Context: an optimization exercise on an open-source flow, tuned for small area. The choices shown serve that exercise and are no tape-out recipe.
Function was checked by simulation only, so behaviour that the tests miss may differ from the original.
Power and IR drop assume default switching activity.

==> inputs of trial 70 <==
==> flow/design.v (excerpt) <==
module trafficGenerator
(
	input logic update,
	input logic rst,
	input logic moveTick,
	input logic [9:0] xCount,
	input logic [9:0] yCount,
	output logic [115-1:0] traffic
);
==> flow/config.mk <==
export PLATFORM = sky130hd
export DESIGN_NAME = trafficGenerator
export DESIGN_NICKNAME = trafficGenerator
export VERILOG_FILES = /design/flow/design.v
export SDC_FILE = /design/flow/constraint.sdc
export NUM_CORES = 4
export LEC_CHECK = 0
export ABC_AREA = 1
export CAP_MARGIN = 10
export CORE_MARGIN = 2
export CORE_UTILIZATION = 50
export CTS_BUF_LIST = sky130_fd_sc_hd__clkbuf_8
export CTS_CLUSTER_DIAMETER = 200
export CTS_CLUSTER_SIZE = 50
export SLEW_MARGIN = 10
==> flow/constraint.sdc <==
create_clock -name core_clock -period 5.0 [get_ports {update}]
set_input_delay 1.0000 -clock core_clock [delete_from_list [all_inputs] [get_ports {update}]]
set_output_delay 1.0000 -clock core_clock [all_outputs]
set_load 0.01 [all_outputs]
standard.sh (not shown) runs the stock make flow with config.mk's settings and CLKGATE_MAP_FILE= SYNTH_SCRIPT=/design/flow/synth_recipe.tcl, a recipe that flattens the netlist after the stock synthesis.
==> flow/flow/run.sh <==
#!/bin/bash
# The standard layout (as standard.sh runs it) with two changes:
#  - synthesis maps the logic with ABC's area script flow/area.abc (flow/synth.tcl),
#  - ports are buffered with sky130_fd_sc_hd__buf_1 instead of the flow's pick.
# Every tool's output goes to make.log here; ORFS's own logs stay under orfs/logs.
set -euo pipefail
W=$PWD
export AREA_ABC_SCRIPT=$W/flow/area.abc
export BUFFER_PORTS_ARGS="-buffer_cell sky130_fd_sc_hd__buf_1"
make -C "$FLOW_HOME" DESIGN_CONFIG="$W/config.mk" WORK_HOME="$W/orfs" CLKGATE_MAP_FILE= \
  SYNTH_SCRIPT="$W/flow/synth.tcl" finish > "$W/make.log" 2>&1
R=$W/orfs/results/$FLOW_PLATFORM/trafficGenerator/base
: # left out here: write the final layout as DEF
==> flow/flow/area.abc <==
strash
&get -n
&fraig -x
&put
scorr
dc2
strash
&get -n
&dch -f
&nf -R 1000
&put
==> flow/flow/synth.tcl <==
# The standard flow's synthesis script (synth_recipe.tcl) with one change: ABC maps the logic
# with the area script in area.abc instead of the flow's own script.
proc synth {args} { yosys synth -nofsm -noshare {*}$args }
proc abc {args} {
  set out {}
  set skip 0
  foreach a $args {
    if {$skip} { set skip 0; continue }
    if {$a eq "-script" || $a eq "-D"} { set skip 1; continue }
    lappend out $a
  }
  yosys abc -script $::env(AREA_ABC_SCRIPT) {*}$out
}
source $::env(SCRIPTS_DIR)/synth.tcl
# left out here: clear keep_hierarchy, flatten, clean up, hide names made inside functions, write 1_2_yosys.v
==> build 82 (differences from trial 70) <==
==> flow/flow/run.sh (replaced) <==
#!/bin/bash
# The standard layout (as standard.sh runs it) with these changes:
#  - synthesis maps the logic with ABC's area script flow/area.abc (flow/synth.tcl),
#  - ports are buffered with sky130_fd_sc_hd__buf_1 instead of the flow's pick,
#  - after the floorplan, the constant outputs share one tie cell (flow/merge_ties.tcl).
# Each tool's output goes to a log here (make.log, merge_ties.log, write_def.log);
# ORFS's own logs stay under orfs/logs.
set -euo pipefail
W=$PWD
export AREA_ABC_SCRIPT=$W/flow/area.abc
export BUFFER_PORTS_ARGS="-buffer_cell sky130_fd_sc_hd__buf_1"
# one clock cluster, no dummy loads
export CTS_ARGS="-sink_clustering_enable -repair_clock_nets -root_buf sky130_fd_sc_hd__clkbuf_8 -buf_list sky130_fd_sc_hd__clkbuf_4 -sink_clustering_size 50 -sink_clustering_max_diameter 500 -dont_use_dummy_load"
R=$W/orfs/results/$FLOW_PLATFORM/trafficGenerator/base
orfs() {
  make -C "$FLOW_HOME" DESIGN_CONFIG="$W/config.mk" WORK_HOME="$W/orfs" CLKGATE_MAP_FILE= \
    SYNTH_SCRIPT="$W/flow/synth.tcl" "$@"
}
orfs floorplan > "$W/make_floorplan.log" 2>&1
TIE_ODB=$R/2_floorplan.odb openroad -no_init -exit "$W/flow/merge_ties.tcl" > "$W/merge_ties.log" 2>&1
orfs finish > "$W/make.log" 2>&1
: # left out here: write the final layout as DEF
==> flow/flow/area.abc (replaced) <==
strash
&get -n
&fraig -x
&put
scorr
dc2
balance
rewrite
refactor
balance
rewrite
rewrite -z
balance
refactor -z
rewrite -z
balance
dc2
strash
&get -n
&dch -f
&nf -R 1000 -p
&put
==> flow/flow/merge_ties.tcl (new file) <==
# Drive all constant outputs from one tie cell: the floorplan gives each constant
# load a tie cell of its own.
read_db $::env(TIE_ODB)
set block [ord::get_db_block]
set keep {}
set merged 0
foreach inst [$block getInsts] {
  if {[[$inst getMaster] getName] ne "sky130_fd_sc_hd__conb_1"} { continue }
  set hiTerm [$inst findITerm HI]
  set loTerm [$inst findITerm LO]
  if {[$hiTerm getNet] ne "NULL" || [$loTerm getNet] eq "NULL"} { continue }
  set net [$loTerm getNet]
  if {$keep eq {}} { set keep $net; continue }
  foreach it [$net getITerms] {
    if {[$it getInst] eq $inst} { continue }
    $it disconnect
    $it connect $keep
  }
  foreach bt [$net getBTerms] {
    $bt disconnect
    $bt connect $keep
  }
  $loTerm disconnect
  odb::dbInst_destroy $inst
  odb::dbNet_destroy $net
  incr merged
}
if {$keep ne {}} { puts "merged $merged tie cells into [$keep getName]" }
write_db $::env(TIE_ODB)
==> summary of the runs <==
Die area: trial 70 is larger than build 82 (about 2%).
In build 82 the via count is smaller than in trial 70, by 3.7%.
Critical path depth: trial 70 is higher than build 82 (3).
In flip-flop and latch count, build 82 and trial 70 do not differ.
Between build 82 and trial 70, the lower non-clock buffer count is in build 82 (gap 8).
Area after synthesis: build 82 is lower than trial 70 (about 2%).
Total power: trial 70 is larger than build 82 (14%).
In trial 70 the first-iteration DRC count is lower than in build 82, by about 30%.
In clock-buffer cell count, build 82 and trial 70 do not differ.
Against build 82, the synthesized cell count of trial 70 is larger by 2.8%.
Of build 82 and trial 70, trial 70 has the higher cell count (gap 7.0%, measured against trial 70).
==> figures <==
Initial cell density of the core: trial 70 51.1%; build 82 52.0%
Fraction of power consumed by the clock network: trial 70 6.6%; build 82 7.2%
Critical Path Slowest Stage Cell: trial 70 sky130_fd_sc_hd__fa_1; build 82 sky130_fd_sc_hd__a311oi_1
Via count normalized by instance count: trial 70 5.98; build 82 6.19
Share of the final layout cell area in sequential cells: trial 70 14.4%; build 82 15.2%
Routed wire length on met3: trial 70 1.29 mm; build 82 1.16 mm
WP data arrival: trial 70 3770 ps; build 82 3840 ps
Clock Network Area Fraction: trial 70 1.50%; build 82 1.34%
Power density of the placed cells: trial 70 544 nW/µm²; build 82 503 nW/µm²
Register-to-register path setup slack: trial 70 2190 ps; build 82 2130 ps
Signal buffers share of area: trial 70 11.2%; build 82 10.6%
Multi-input combinational gate total: trial 70 628; build 82 582
GRT met3 Usage: trial 70 4.37%; build 82 4.36%
Critical Path Sink: trial 70 traffic[86]; build 82 traffic[88]
Wire length of the first global-routing pass: trial 70 25.7 mm; build 82 23.8 mm
Min cycle time layout: trial 70 4770 ps; build 82 4840 ps
Metal1 wirelength: trial 70 6.01 mm; build 82 6.28 mm
Count of cell types in the netlist: trial 70 48; build 82 58
Fraction of power spent switching nets: trial 70 58.8%; build 82 58.3%
Avg Inst Size Synth: trial 70 6.79 µm²; build 82 6.83 µm²
Vias after detailed routing: trial 70 5612; build 82 5407
Status: trial 70 no timing/DRC/antenna violations; build 82 no timing/DRC/antenna violations
Share of Yosys cell area claimed by the top area cell type: trial 70 16.7%; build 82 17.0%

## re-timing with driven ports
The results above use ideal ports. As a check the final layouts listed here were re-extracted and re-timed, cells and wires unchanged.
Step 1 sets driving cells, clkbuf_16 on the clock port and buf_2 on the other inputs (assumed; they add their load-dependent delay and slew).
Step 2 moves the port delays by t, midway between the first and last clock arrival at a register: inputs arrive t later, outputs are due t later. That takes back most of the time a late clock gives input paths.
Slacks: no drivers / after step 1 / after step 2; pairs: no drivers / after step 1.
| run | t (ns) | slack for setup (ns) | clock arrival spread, ns | worst register clock-pin slew, ns |
|---|---|---|---|---|
| trial 70 | 0.321 | 0.233 / 0.199 / 0.228 | 0.005 / 0.004 | 0.07 / 0.07 |
| build 82 | 0.308 | 0.165 / 0.132 / 0.365 | 0.024 / 0.025 | 0.08 / 0.08 |
After both steps setup and hold are still met in every run listed. The setup slack of trial 70, which loses most, moves by -0.034 ns with the drivers and by -0.005 ns with both steps.
